This is an optimization exercise on Yosys and OpenROAD, whose aim is small area and a short achievable clock period, not a production implementation.

==> 04-10: inputs <==
Design aes_round_core, start of the top module:
module aes_round_core (
	input logic i_clk,
	input logic i_rst,
	input logic i_valid,
	input logic i_decrypt,
	input logic i_skip_mix,
	input aes_gf_pkg::aes_state_t i_state,
	output logic o_valid,
	output aes_gf_pkg::aes_state_t o_state
);
==> flow/config.mk <==
export PLATFORM = sky130hd
export DESIGN_NAME = aes_round_core
export DESIGN_NICKNAME = aes_round_core
export VERILOG_FILES = /design/flow/design.v
export SDC_FILE = /design/flow/constraint.sdc
export NUM_CORES = 4
export LEC_CHECK = 0
export CAP_MARGIN = 20
export CORE_MARGIN = 2
export CORE_UTILIZATION = 40
export SETUP_SLACK_MARGIN = 3.0
export SLEW_MARGIN = 20
export SYNTH_HIERARCHICAL = 1
==> flow/constraint.sdc <==
create_clock -name core_clock -period 5.5 [get_ports {i_clk}]
set_input_delay 1.1000 -clock core_clock [delete_from_list [all_inputs] [get_ports {i_clk}]]
set_output_delay 1.1000 -clock core_clock [all_outputs]
set_load 0.01 [all_outputs]
run.sh (not shown) runs the stock make flow with config.mk's settings and CLKGATE_MAP_FILE= SYNTH_SCRIPT=/design/flow/synth_recipe.tcl, a recipe that flattens the netlist after the stock synthesis.
==> 01-17 (differences from 04-10) <==
CTS_BUF_LIST = sky130_fd_sc_hd__clkbuf_8   (was not set)
SETUP_SLACK_MARGIN = 2.8   (was 3.0)
==> 12-08 (differences from 04-10) <==
SETUP_SLACK_MARGIN = 2.8   (was 3.0)
==> comparison table <==
quantity                                                                     04-10                12-08                    01-17
Outcome                                                   timing/DRC/antenna clean  timing/DRC/antenna clean  timing/DRC/antenna clean
Register fraction of the total cell area                                     22.3%                22.7%                    22.8%
Number of non-filler instances in the completed layout                        6372                 6221                     6290
Critical-path cell with the highest stage delay                             mux4_1      clkdlybuf4s50_1                  xnor2_1
Setup slack of the most critical reg-to-reg path                           3.02 ns              2.88 ns                  2.86 ns
DRT Wirelength                                                             98.6 mm              94.5 mm                  94.9 mm
Vias in the first global route                                               28.3k                27.7k                    28.0k
Combined flip-flop and latch cell area                                  12100 um^2           11800 um^2               11800 um^2
Worst-Skew Late Latency                                                    0.63 ns              0.65 ns                  0.78 ns
WL per Instance                                                            15.5 um              15.2 um                  15.1 um
Final period util                                                            45.1%                48.5%                    47.9%
Detail Route met3 WL                                                       2.62 mm              2.84 mm                  3.06 mm
Final estimated routing congestion in global placement                       0.856                0.837                    0.837
Worst Reg-to-Reg Cells                                                           8                    9                        6
Worst Setup SP                                             u_lane0.in_q[0]$_DFF_P_  o_state[93]$_DFF_P_  u_lane12.o_q[0]$_DFF_P_
Number of buffer and inverter stages on the critical path                        1                    1                        0
CLK BUF                                                                         98                   95                      129
Layout cells sized above 1                                                   19.9%                10.7%                    11.6%
Worst hold-check slack                                                    0.324 ns             0.323 ns                 0.290 ns
Wire length of the first global-routing pass                                151 mm               147 mm                   148 mm
Function was not checked in any run of this note: the RTL went through the layout flow alone.

==> inputs of branch nickel <==
Another version of the RTL of aes_round_core (not shown whole).
Design aes_round_core, start of the top module:
module aes_round_core (
	input logic i_clk,
	input logic i_rst,
	input logic i_valid,
	input logic i_decrypt,
	input logic i_skip_mix,
	input aes_gf_pkg::aes_state_t i_state,
	output logic o_valid,
	output aes_gf_pkg::aes_state_t o_state
);
==> module aes_round_core, before the edit <==
module aes_round_core (
	input logic i_clk,
	input logic i_rst,
	input logic i_valid,
	input logic i_decrypt,
	input logic i_skip_mix,
	input aes_gf_pkg::aes_state_t i_state,
	output logic o_valid,
	output aes_gf_pkg::aes_state_t o_state
);
	localparam int BW = 8;
	localparam bit CUT_IN0 = 1'b0;
	localparam bit CUT_IN = 1'b1;
	localparam bit CUT_MID = 1'b1;
	localparam bit CUT_INV = 1'b1;
	localparam bit CUT_OUT = 1'b0;
	localparam int N_SB = int'(CUT_IN) + int'(CUT_MID) + int'(CUT_INV) + int'(CUT_OUT);
	aes_gf_pkg::aes_state_t state_0;
	aes_round_pkg::round_ctrl_t ctrl_0;
	generate
		if (CUT_IN0) begin : g_cut_in0
			always_ff @(posedge i_clk) begin
				state_0 <= i_state;
				ctrl_0.decrypt <= i_decrypt;
				ctrl_0.skip_mix <= i_skip_mix;
				if (i_rst)
					ctrl_0.valid <= 1'b0;
				else
					ctrl_0.valid <= i_valid;
			end
		end else begin : g_pass_in0
			assign state_0 = i_state;
			assign ctrl_0.decrypt = i_decrypt;
			assign ctrl_0.skip_mix = i_skip_mix;
			assign ctrl_0.valid = i_valid & ~i_rst;
		end
	endgenerate
	aes_gf_pkg::aes_state_t src_fwd;
	aes_gf_pkg::aes_state_t src_inv;
	aes_gf_pkg::aes_state_t lane_bytes;
	aes_row_shifter u_shifter (
		.i_state(state_0),
		.o_fwd(src_fwd),
		.o_inv(src_inv)
	);
	for (genvar k = 0; k < 16; k++)
	begin : g_lane
		aes_sbox_lane #(
			.CUT_IN(CUT_IN),
			.CUT_MID(CUT_MID),
			.CUT_INV(CUT_INV),
			.CUT_OUT(CUT_OUT)
		) u_lane (
			.i_clk(i_clk),
			.i_decrypt(ctrl_0.decrypt),
			.i_byte_enc(src_fwd[(16-1-k)*BW +: BW]),
			.i_byte_dec(src_inv[(16-1-k)*BW +: BW]),
			.o_byte(lane_bytes[(16-1-k)*BW +: BW])
		);
	end
	aes_round_pkg::round_ctrl_t ctrl_d [N_SB+1];
	assign ctrl_d[0] = ctrl_0;
	for (genvar i = 0; i < N_SB; i++)
	begin : g_ctrl
		always_ff @(posedge i_clk) begin
			ctrl_d[i+1].decrypt <= ctrl_d[i].decrypt;
			ctrl_d[i+1].skip_mix <= ctrl_d[i].skip_mix;
			if (i_rst)
				ctrl_d[i+1].valid <= 1'b0;
			else
				ctrl_d[i+1].valid <= ctrl_d[i].valid;
		end
	end
	aes_gf_pkg::aes_state_t mixed;
	aes_column_mixer u_mixer (
		.i_decrypt(ctrl_d[N_SB].decrypt),
		.i_skip_mix(ctrl_d[N_SB].skip_mix),
		.i_bytes(lane_bytes),
		.o_state(mixed)
	);
	always_ff @(posedge i_clk)
	begin
		o_state <= mixed;
		if (i_rst)
			o_valid <= 1'b0;
		else
			o_valid <= ctrl_d[N_SB].valid;
	end
endmodule
make LEC_CHECK=0 CAP_MARGIN=20 CORE_MARGIN=2 CORE_UTILIZATION=40 SETUP_SLACK_MARGIN=3.4 SLEW_MARGIN=20 finish   # period 5.5 ns
==> branch cedar (differences from branch nickel) <==
--- a/flow/design.v
+++ b/flow/design.v
@@ -278,5 +278,5 @@
 	localparam int BW = 8;
 	localparam bit CUT_IN0 = 1'b0;
-	localparam bit CUT_IN = 1'b1;
+	localparam bit CUT_IN = 1'b0;
 	localparam bit CUT_MID = 1'b1;
 	localparam bit CUT_INV = 1'b1;
Settings changed: SETUP_SLACK_MARGIN 3.4 to 2.5.
==> summary.txt <==
Of branch cedar and branch nickel, branch nickel has the higher count of clock-buffer cells in the layout (gap 16).
Between branch cedar and branch nickel, the lower core utilization is in branch nickel (gap 0.52 points).
In branch nickel the flip-flop and latch count is higher than in branch cedar, by 129.
Of branch nickel and branch cedar, branch nickel has the higher setup slack (gap 720 ps).
Of branch nickel and branch cedar, branch cedar has the higher non-clock buffer count (gap 47).
In branch cedar the synthesized area is higher than in branch nickel, by 1.0%.
Between branch cedar and branch nickel, the lower global-route usage is in branch nickel (gap 0.90 points).
Between branch cedar and branch nickel, the lower first-iteration DRC count is in branch nickel (gap 22%, measured against branch nickel).
==> figures <==
| quantity | branch nickel | branch cedar |
|---|---|---|
| Run status | finished clean | finished clean |
| Final WS setup | 3280 ps | 2560 ps |
| Number of flip-flops and latches in the synthesized netlist | 579 | 450 |
| Ratio of routed vias to standard cells | 5.27 | 5.39 |
| Worst R2R End | g_lane[5].u_lane.inv_q[3]$_DFF_P_ | g_lane[15].u_lane.inv_q[3]$_DFF_P_ |
| Syn. warnings | 34 | 27 |
| Clk sinks | 579 | 450 |
| Met3 track demand over resource | 3.11% | 3.61% |
| Worst setup path endpoint | o_state[68] | g_lane[1].u_lane.c_q[2]$_DFF_P_ |
| Global placer's final weighted congestion | 0.841 | 0.842 |
| Post-synthesis compound-gate area fraction | 20.8% | 24.3% |
| Share of layout cells above drive strength 1 | 10.7% | 9.98% |
| Setup CP Type | flip-flop to primary output | input port to flip-flop |
| Average routed wire per standard cell | 14.8 um | 15.4 um |
| DP Worst Slack | 2520 ps | 1170 ps |
| Portion of the post-synthesis area used by sequential elements | 28.6% | 22.0% |
| Count of multi-input gates | 3,985 | 4,158 |
No functional check of the RTL was part of any run of this note.

[static timing again, ports no longer ideal]
In the flow no input, the clock included, has a driving cell. The finished layouts below were timed again as built, in two steps. Step 1 sets driving cells, clkbuf_16 on the clock port and buf_2 on the other inputs (assumed; they add their load-dependent delay and slew). Step 2, shift: input delay + t, output delay - t, t = (earliest + latest rising clock arrival at the registers) / 2. This alone moves slack from input paths to output paths. Slacks: ideal / step 1 / step 2; pairs: ideal / step 1.
run	t, ns	setup slack, ns	latest minus earliest clock arrival (ns)
04-10	0.686	3.021 / 2.990 / 2.417	0.028 / 0.027
01-17	0.820	2.863 / 2.818 / 2.358	0.057 / 0.058
12-08	0.704	2.835 / 2.763 / 2.327	0.028 / 0.028
branch nickel	0.686	3.280 / 3.206 / 2.709	0.028 / 0.028
branch cedar	0.714	2.556 / 2.486 / 1.773	0.027 / 0.027
After both steps setup and hold are still met in every run listed. For branch cedar, which loses most, drivers alone change the setup slack by -0.070 ns; drivers and shift together by -0.783 ns.
